What follows belongs to an exercise in optimizing a design on an open flow for small area and few clock cycles per item; a production flow would make more cautious choices.
RTL that was checked went through simulation tests only; none was proved equivalent to the original.
Power is estimated from default activity; no workload was simulated.

==> inputs of job 5052 <==
Design dot_top, start of the top module:
module dot_top (
    input  logic        clk,
    input  logic        rst,
    input  dot_pkg::sample_vec_t a_data,
    input  logic        a_last,
    input  logic        a_valid,
    output logic        a_ready,
    input  dot_pkg::sample_vec_t b_data,
    input  logic        b_valid,
    output logic        b_ready,
    output dot_pkg::sum_t        out_data,
    output logic        out_last,
    output logic        out_valid,
    input  logic        out_ready
);
==> flow/config.mk <==
export PLATFORM = sky130hd
export DESIGN_NAME = dot_top
export DESIGN_NICKNAME = dot_top
export VERILOG_FILES = /design/flow/design.v
export SDC_FILE = /design/flow/constraint.sdc
export NUM_CORES = 4
export LEC_CHECK = 0
export CAP_MARGIN = 20
export CORE_MARGIN = 2
export CORE_UTILIZATION = 40
export SLEW_MARGIN = 20
export SYNTH_HIERARCHICAL = 1
export SYNTH_MINIMUM_KEEP_SIZE = 0
==> flow/constraint.sdc <==
create_clock -name core_clock -period 5.5 [get_ports {clk}]
set_input_delay 1.1000 -clock core_clock [delete_from_list [all_inputs] [get_ports {clk}]]
set_output_delay 1.1000 -clock core_clock [all_outputs]
set_load 0.01 [all_outputs]
standard.sh (not shown) runs the stock make flow with config.mk's settings and CLKGATE_MAP_FILE= SYNTH_SCRIPT=/design/flow/synth_recipe.tcl, a recipe that flattens the netlist after the stock synthesis.
==> flow/flow/run.sh <==
#!/bin/bash
# The standard layout (the standard.sh, all of it), with the port
# buffers made from the smallest buffer cell. Every tool's output is in
# standard.log here and in ORFS's own logs under orfs/logs.
set -e
export BUFFER_PORTS_ARGS="-buffer_cell sky130_fd_sc_hd__buf_1"
bash standard.sh > standard.log 2>&1
==> job 8467 (differences from job 5052) <==
--- a/flow/design.v
+++ b/flow/design.v
@@ -84,6 +84,15 @@
     assign s  = ~(a ^ b);
     assign co = a | b;
 endmodule
+module dot_fa1n (
+    input  logic a,
+    input  logic b,
+    output logic s,
+    output logic co
+);
+    assign s  = ~(a ^ b);
+    assign co = ~(a & b);
+endmodule
 `timescale 1ns/1ps
 module dot_top (
     input  logic        clk,
==> summary.txt <==
Job 8467 completed without violations. Job 5052 completed with no timing, DRC or antenna violations.
In worst hold slack, job 5052 and job 8467 do not differ.
In register-to-register slack, job 5052 and job 8467 hardly differ.
Count of clock-buffer cells in the layout is the same in job 8467 and job 5052.
Total power is the same in job 8467 and job 5052.
In global-route usage, job 5052 and job 8467 do not differ.
Maximum frequency is the same in job 8467 and job 5052.
Setup slack is the same in job 8467 and job 5052.
Final area is the same in job 8467 and job 5052.
Combinational power is about the same in job 5052 and job 8467.
==> figures <==
Number of antenna violations at the first check in global routing: job 5052 0; job 8467 0
Largest stage delay on the critical path: job 5052 0.52 ns; job 8467 0.52 ns
Crit Reg-Reg Startpoint: job 5052 out_valid; job 8467 out_valid
Flip-flop and latch share of the layout cell area: job 5052 0.111; job 8467 0.111
Global-route track usage on met2: job 5052 0.347; job 8467 0.347
Routed met2 length: job 5052 8750 um; job 8467 8750 um
Number of buffers inserted for hold repair after clock tree synthesis: job 5052 0; job 8467 0
Std cell rows: job 5052 47; job 8467 47
Worst IR Drop VDD: job 5052 0.404 mV; job 8467 0.404 mV
Leakage power: job 5052 2.60 nW; job 8467 2.60 nW
Post-detail-place hpwl: job 5052 15300 um; job 8467 15300 um
Starting density of the core: job 5052 0.413; job 8467 0.413
Crit path depth: job 5052 10; job 8467 10
Status: job 5052 no timing/DRC/antenna violations; job 8467 no timing/DRC/antenna violations
Clock latency of the later-clocked register in the worst-skew pair: job 5052 0.27 ns; job 8467 0.27 ns
Number of pins exceeding their max-slew limit in the final report: job 5052 0; job 8467 0
Portion of total power attributed to the clock network: job 5052 0.059; job 8467 0.059
Clock-pin slew of the registers on the worst-case setup and hold paths: job 5052 0.07 ns; job 8467 0.07 ns
Number of distinct library cells after synthesis: job 5052 22; job 8467 22
Instance area after placement: job 5052 7360 um2; job 8467 7360 um2
Testbench counts of job 8467, summed over its fixed seeds: cycles 16,008, items 16,000.
No functional check of the RTL was part of job 5052.


==> inputs of run A <==
Another version of the RTL of dot_top (not shown whole).
clock: 5.5 ns
lec_check: 0
cap_margin: 20
core_margin: 2
core_utilization: 60
slew_margin: 20
synth_hierarchical: 1
synth_minimum_keep_size: 0
==> flow/flow/run.sh <==
#!/bin/bash
# The standard layout (the standard.sh, all of it), with two changes:
# the port buffers are the smallest buffer cell, and before floorplanning
# every combinational cell is set to its smallest drive strength
# (flow/downsize.tcl); the flow's repair steps size cells up where timing
# needs it. Every tool's output is in standard.log here and in ORFS's own
# logs under orfs/logs.
set -e
export BUFFER_PORTS_ARGS="-buffer_cell sky130_fd_sc_hd__buf_1"
export PRE_FLOORPLAN_TCL="$PWD/flow/downsize.tcl"
export GLOBAL_PLACEMENT_ARGS="-keep_resize_below_overflow 0"
export CTS_ARGS="-sink_clustering_enable -repair_clock_nets -root_buf sky130_fd_sc_hd__clkbuf_8 -buf_list sky130_fd_sc_hd__clkbuf_4 -dont_use_dummy_load"
bash standard.sh > standard.log 2>&1
==> flow/flow/downsize.tcl <==
# Run before floorplanning (PRE_FLOORPLAN_TCL): put every combinational cell
# in the smallest drive strength of its footprint. Floorplanning's timing
# repair and the later repair steps size up again where timing needs it.
set db [ord::get_db]
set block [ord::get_db_block]
set dont_use [split $::env(DONT_USE_CELLS)]
set swapped 0
foreach inst [$block getInsts] {
  set m [$inst getMaster]
  if { [$m isSequential] } { continue }
  set name [$m getName]
  if { ![regexp {^(sky130_fd_sc_hd__[a-z0-9]+)_([0-9]+)$} $name -> base drive] } { continue }
  set best $m
  foreach d {0 1 2} {
    set cand [$db findMaster ${base}_$d]
    if { $cand eq "NULL" } { continue }
    if { [lsearch -exact $dont_use ${base}_$d] >= 0 } { continue }
    if { [$cand getWidth] < [$best getWidth] } { set best $cand }
  }
  if { $best ne $m } {
    $inst swapMaster $best
    incr swapped
  }
}
puts "downsize.tcl: swapped $swapped cells to a smaller drive strength"
==> run C: changes against run A <==
--- a/flow/flow/run.sh
+++ b/flow/flow/run.sh
@@ -7,7 +7,7 @@
 # logs under orfs/logs.
 set -e
 export BUFFER_PORTS_ARGS="-buffer_cell sky130_fd_sc_hd__buf_1"
 export PRE_FLOORPLAN_TCL="$PWD/flow/downsize.tcl"
 export GLOBAL_PLACEMENT_ARGS="-keep_resize_below_overflow 0"
-export CTS_ARGS="-sink_clustering_enable -repair_clock_nets -root_buf sky130_fd_sc_hd__clkbuf_8 -buf_list sky130_fd_sc_hd__clkbuf_4 -dont_use_dummy_load"
+export CTS_ARGS="-sink_clustering_enable -repair_clock_nets -root_buf sky130_fd_sc_hd__clkbuf_8 -buf_list sky130_fd_sc_hd__clkbuf_8 -dont_use_dummy_load"
 bash standard.sh > standard.log 2>&1
--- a/flow/config.mk
+++ b/flow/config.mk
@@ -5,9 +5,9 @@
 export SDC_FILE = /design/flow/constraint.sdc
 export NUM_CORES = 4
 export LEC_CHECK = 0
 export CAP_MARGIN = 20
 export CORE_MARGIN = 2
-export CORE_UTILIZATION = 60
+export CORE_UTILIZATION = 75
 export SLEW_MARGIN = 20
 export SYNTH_HIERARCHICAL = 1
 export SYNTH_MINIMUM_KEEP_SIZE = 0
==> run F: changes against run A <==
--- a/flow/design.v
+++ b/flow/design.v
@@ -63,59 +63,52 @@
     input  logic c,
     output logic y
 );
     assign y = (a | b) & c;
 endmodule
-module dot_fc1n_nn (
+module dot_fc1_nn (
     input  logic a,
     input  logic b,
     output logic y
 );
-    assign y = ~(~a | ~b);
+    assign y = ~a | ~b;
 endmodule
-module dot_fs1n_nn (
+module dot_fs1_nn (
     input  logic a,
     input  logic b,
     output logic y
 );
-    assign y = ~a ^ ~b;
-endmodule
-module dot_hc_nn (
-    input  logic a,
-    input  logic b,
-    output logic y
-);
-    assign y = ~a & ~b;
+    assign y = ~(~a ^ ~b);
 endmodule
-module dot_nneg_ppp (
+module dot_g_pn (
     input  logic a,
     input  logic b,
-    input  logic c,
     output logic y
 );
-    assign y = ~a | (b & c);
+    assign y = a & ~b;
 endmodule
-module dot_pn_nn (
+module dot_hc_nn (
     input  logic a,
     input  logic b,
     output logic y
 );
-    assign y = ~(~a ^ ~b);
+    assign y = ~a & ~b;
 endmodule
-module dot_xc_nn (
+module dot_nneg_ppp (
     input  logic a,
     input  logic b,
+    input  logic c,
     output logic y
 );
-    assign y = ~(~a & ~b);
+    assign y = ~a | (b & c);
 endmodule
-module dot_xc_np (
+module dot_p_np (
     input  logic a,
     input  logic b,
     output logic y
 );
-    assign y = ~(~a & b);
+    assign y = ~a ^ b;
 endmodule
 module dot_xor_pn (
     input  logic a,
     input  logic b,
     output logic y
@@ -127,17 +120,10 @@
     input  logic b,
     output logic y
 );
     assign y = a ^ b;
 endmodule
-module dot_xs_np (
-    input  logic a,
-    input  logic b,
-    output logic y
-);
-    assign y = ~a ^ b;
-endmodule
 `timescale 1ns/1ps
 module dot_top (
     input  logic        clk,
     input  logic        rst,
     input  dot_pkg::sample_vec_t a_data,
@@ -660,53 +646,53 @@
     end
     dot_fa u444 (.a(r2_0), .b(r2_1), .ci(r2_2), .s(s579), .co(c580));
     dot_fa u445 (.a(r3_0), .b(r3_1), .ci(c580), .s(s581), .co(c582));
     dot_fa u446 (.a(r4_0), .b(r4_1), .ci(c582), .s(s583), .co(c584));
     dot_fa u447 (.a(r5_0), .b(r5_1), .ci(c584), .s(s585), .co(c586));
-    dot_fs1n_nn u448 (.a(r6_0), .b(r6_1), .y(s587));
-    dot_fc1n_nn u449 (.a(r6_0), .b(r6_1), .y(c588));
-    dot_fs1n_nn u450 (.a(r7_0), .b(r7_1), .y(s589));
-    dot_fc1n_nn u451 (.a(r7_0), .b(r7_1), .y(c590));
-    dot_fa u452 (.a(r7_2), .b(c588), .ci(s589), .s(s591), .co(c592));
-    dot_fa u453 (.a(r8_0), .b(r8_1), .ci(c590), .s(s593), .co(c594));
-    dot_fs1n_nn u454 (.a(r9_0), .b(c594), .y(s595));
-    dot_fc1n_nn u455 (.a(r9_0), .b(c594), .y(c596));
+    dot_fs1_nn u448 (.a(r6_0), .b(r6_1), .y(s587));
+    dot_fc1_nn u449 (.a(r6_0), .b(r6_1), .y(c588));
+    dot_fs1_nn u450 (.a(r7_0), .b(r7_1), .y(s589));
+    dot_fc1_nn u451 (.a(r7_0), .b(r7_1), .y(c590));
+    dot_fa u452 (.a(~r7_2), .b(c588), .ci(s589), .s(s591), .co(c592));
+    dot_fa u453 (.a(r8_0), .b(r8_1), .ci(~c590), .s(s593), .co(c594));
+    dot_fs1_nn u454 (.a(r9_0), .b(c594), .y(s595));
+    dot_fc1_nn u455 (.a(r9_0), .b(c594), .y(c596));
     dot_fa u456 (.a(r10_0), .b(r10_1), .ci(r10_2), .s(s597), .co(c598));
-    dot_fs1n_nn u457 (.a(r11_0), .b(c598), .y(s599));
-    dot_fc1n_nn u458 (.a(r11_0), .b(c598), .y(c600));
+    dot_fs1_nn u457 (.a(r11_0), .b(c598), .y(s599));
+    dot_fc1_nn u458 (.a(r11_0), .b(c598), .y(c600));
     assign o601 = ~r0_0 ^ ~r0_1;
     dot_hc_nn u459 (.a(r0_0), .b(r0_1), .y(q602));
-    dot_xs_np u460 (.a(r1_0), .b(q602), .y(o603));
-    dot_xc_np u461 (.a(r1_0), .b(q602), .y(q604));
-    dot_fs1n_nn u462 (.a(s579), .b(q604), .y(o605));
-    dot_xc_nn u463 (.a(s579), .b(q604), .y(q606));
-    dot_fs1n_nn u464 (.a(s581), .b(q606), .y(o607));
-    dot_xc_nn u465 (.a(s581), .b(q606), .y(q608));
-    dot_fs1n_nn u466 (.a(s583), .b(q608), .y(o609));
-    dot_xc_nn u467 (.a(s583), .b(q608), .y(q610));
-    dot_fs1n_nn u468 (.a(s585), .b(q610), .y(o611));
-    dot_xc_nn u469 (.a(s585), .b(q610), .y(q612));
-    dot_pn_nn u470 (.a(c586), .b(s587), .y(p613));
+    assign o603 = ~r1_0 ^ q602;
+    assign q604 = ~r1_0 & q602;
+    assign o605 = ~s579 ^ q604;
+    assign q606 = ~s579 & q604;
+    assign o607 = ~s581 ^ q606;
+    assign q608 = ~s581 & q606;
+    assign o609 = ~s583 ^ q608;
+    assign q610 = ~s583 & q608;
+    assign o611 = ~s585 ^ q610;
+    assign q612 = ~s585 & q610;
+    dot_p_np u460 (.a(c586), .b(s587), .y(p613));
     assign o614 = p613 ^ q612;
-    dot_xc_nn u471 (.a(c586), .b(s587), .y(g615));
-    dot_oai u472 (.gn(g615), .pn(p613), .cn(q612), .y(q616));
-    dot_xs_np u473 (.a(s591), .b(q616), .y(o617));
-    dot_xc_np u474 (.a(s591), .b(q616), .y(q618));
-    dot_pn_nn u475 (.a(c592), .b(s593), .y(p619));
+    dot_andn_pp u461 (.a(c586), .b(s587), .y(g615));
+    dot_aoi u462 (.g(g615), .p(p613), .c(q612), .y(q616));
+    assign o617 = s591 ^ ~q616;
+    assign q618 = s591 & ~q616;
+    dot_xor_pn u463 (.a(c592), .b(s593), .y(p619));
     assign o620 = p619 ^ q618;
-    dot_xc_nn u476 (.a(c592), .b(s593), .y(g621));
-    dot_oai u477 (.gn(g621), .pn(p619), .cn(q618), .y(q622));
-    dot_xs_np u478 (.a(s595), .b(q622), .y(o623));
-    dot_xc_np u479 (.a(s595), .b(q622), .y(q624));
-    dot_pn_nn u480 (.a(c596), .b(s597), .y(p625));
+    dot_g_pn u464 (.a(c592), .b(s593), .y(g621));
+    dot_aoi u465 (.g(g621), .p(p619), .c(q618), .y(q622));
+    assign o623 = s595 ^ ~q622;
+    assign q624 = s595 & ~q622;
+    dot_xor_pn u466 (.a(c596), .b(s597), .y(p625));
     assign o626 = p625 ^ q624;
-    dot_xc_nn u481 (.a(c596), .b(s597), .y(g627));
-    dot_oai u482 (.gn(g627), .pn(p625), .cn(q624), .y(q628));
-    dot_xs_np u483 (.a(s599), .b(q628), .y(o629));
-    dot_xc_np u484 (.a(s599), .b(q628), .y(q630));
-    dot_pn_nn u485 (.a(r12_0), .b(c600), .y(p631));
+    dot_g_pn u467 (.a(c596), .b(s597), .y(g627));
+    dot_aoi u468 (.g(g627), .p(p625), .c(q624), .y(q628));
+    assign o629 = s599 ^ ~q628;
+    assign q630 = s599 & ~q628;
+    dot_p_np u469 (.a(r12_0), .b(c600), .y(p631));
     assign o632 = p631 ^ q630;
-    dot_xc_nn u486 (.a(r12_0), .b(c600), .y(g633));
-    dot_oai u487 (.gn(g633), .pn(p631), .cn(q630), .y(q634));
-    assign o635 = ~q634;
+    dot_andn_pp u470 (.a(r12_0), .b(c600), .y(g633));
+    dot_aoi u471 (.g(g633), .p(p631), .c(q630), .y(q634));
+    assign o635 = ~~q634;
     assign out_data = {o635, o632, o629, o626, o623, o620, o617, o614, o611, o609, o607, o605, o603, o601};
 endmodule
--- a/flow/flow/run.sh
+++ b/flow/flow/run.sh
@@ -7,7 +7,7 @@
 # logs under orfs/logs.
 set -e
 export BUFFER_PORTS_ARGS="-buffer_cell sky130_fd_sc_hd__buf_1"
 export PRE_FLOORPLAN_TCL="$PWD/flow/downsize.tcl"
 export GLOBAL_PLACEMENT_ARGS="-keep_resize_below_overflow 0"
-export CTS_ARGS="-sink_clustering_enable -repair_clock_nets -root_buf sky130_fd_sc_hd__clkbuf_8 -buf_list sky130_fd_sc_hd__clkbuf_4 -dont_use_dummy_load"
+export CTS_ARGS="-sink_clustering_enable -repair_clock_nets -root_buf sky130_fd_sc_hd__clkbuf_8 -buf_list sky130_fd_sc_hd__clkbuf_8 -dont_use_dummy_load"
 bash standard.sh > standard.log 2>&1
==> run E: changes against run A <==
--- a/flow/flow/run.sh
+++ b/flow/flow/run.sh
@@ -7,7 +7,7 @@
 # logs under orfs/logs.
 set -e
 export BUFFER_PORTS_ARGS="-buffer_cell sky130_fd_sc_hd__buf_1"
 export PRE_FLOORPLAN_TCL="$PWD/flow/downsize.tcl"
 export GLOBAL_PLACEMENT_ARGS="-keep_resize_below_overflow 0"
-export CTS_ARGS="-sink_clustering_enable -repair_clock_nets -root_buf sky130_fd_sc_hd__clkbuf_8 -buf_list sky130_fd_sc_hd__clkbuf_4 -dont_use_dummy_load"
+export CTS_ARGS="-sink_clustering_enable -repair_clock_nets -root_buf sky130_fd_sc_hd__clkbuf_8 -buf_list sky130_fd_sc_hd__clkbuf_8 -dont_use_dummy_load"
 bash standard.sh > standard.log 2>&1
==> qor summary <==
quantity	run A	run F	run E	run C
Run status	finished clean	finished clean	finished clean	finished clean
Post-cts repair resize count	5	8	5	4
Net count after synthesis	756	765	756	756
Clock input transition at the sequential cells of the worst setup and hold paths	80 ps	110 ps	80 ps	80 ps
Post-layout power	3.99 mW	3.88 mW	3.99 mW	4.11 mW
Sw frac	46.9%	47.4%	46.9%	47.5%
GRT Util Overall	27.3%	29.3%	27.3%	35.8%
Internal cell power	2.12 mW	2.04 mW	2.12 mW	2.16 mW
Met3 routed WL	810 um	910 um	810 um	1270 um
Delay contributed by the slowest stage of the critical path	570 ps	560 ps	570 ps	620 ps
Met1 Use GR	36.8%	41.1%	36.8%	44.8%
Shortest clock period the worst path allows after layout	5270 ps	5300 ps	5270 ps	5320 ps
Critical path launch point	b_data[13]	b_data[25]	b_data[13]	b_data[17]
Placement row count	37	37	37	33
Standby leakage power	2.27 nW	2.38 nW	2.27 nW	2.27 nW
Max IR drop VDD	0.507 mV	0.580 mV	0.507 mV	0.381 mV
Testbench counts of run A, summed over its fixed seeds: cycles 16,008, items 16,000.
Testbench counts of run C, summed over its fixed seeds: cycles 16,008, items 16,000.
Testbench counts of run F, summed over its fixed seeds: cycles 16,008, items 16,000.
Testbench counts of run E, summed over its fixed seeds: cycles 16,008, items 16,000.

==> afterwards: timing with drivers on the ports <==
The flow's constraints put no driver on any port. The routed layouts listed below were extracted and timed again, unchanged, in two steps. Step 1, drivers: a clkbuf_16 drives clk and a buf_2 each remaining input, both assumed. Step 2, shift: input delay + t, output delay - t, t = (earliest + latest rising clock arrival at the registers) / 2. This alone moves slack from input paths to output paths. Three values: ideal ports, drivers, drivers and shift; two values: the first two.
| run | t, ns | setup WS [ns] | hold WS [ns] | worst data-port slew with drivers (ns) |
|---|---|---|---|---|
| job 5052 | 0.298 | 0.501 / 0.500 / 0.202 | 0.550 / 0.550 / 0.550 | 0.04 |
| job 8467 | 0.298 | 0.501 / 0.500 / 0.202 | 0.550 / 0.550 / 0.550 | 0.04 |
| run A | 0.282 | 0.234 / 0.241 / -0.041 | 0.537 / 0.537 / 0.537 | 0.04 |
| run C | 0.298 | 0.182 / 0.191 / -0.107 | 0.548 / 0.548 / 0.548 | 0.05 |
| run F | 0.306 | 0.201 / 0.194 / -0.103 | 0.544 / 0.544 / 0.544 | 0.04 |
| run E | 0.282 | 0.234 / 0.241 / -0.041 | 0.537 / 0.537 / 0.537 | 0.04 |
With both steps, setup timing fails in run A, run C, run F and run E, where it was met with ideal ports. The setup slack of run F, which loses most, moves by -0.007 ns with the drivers and by -0.304 ns with both steps.
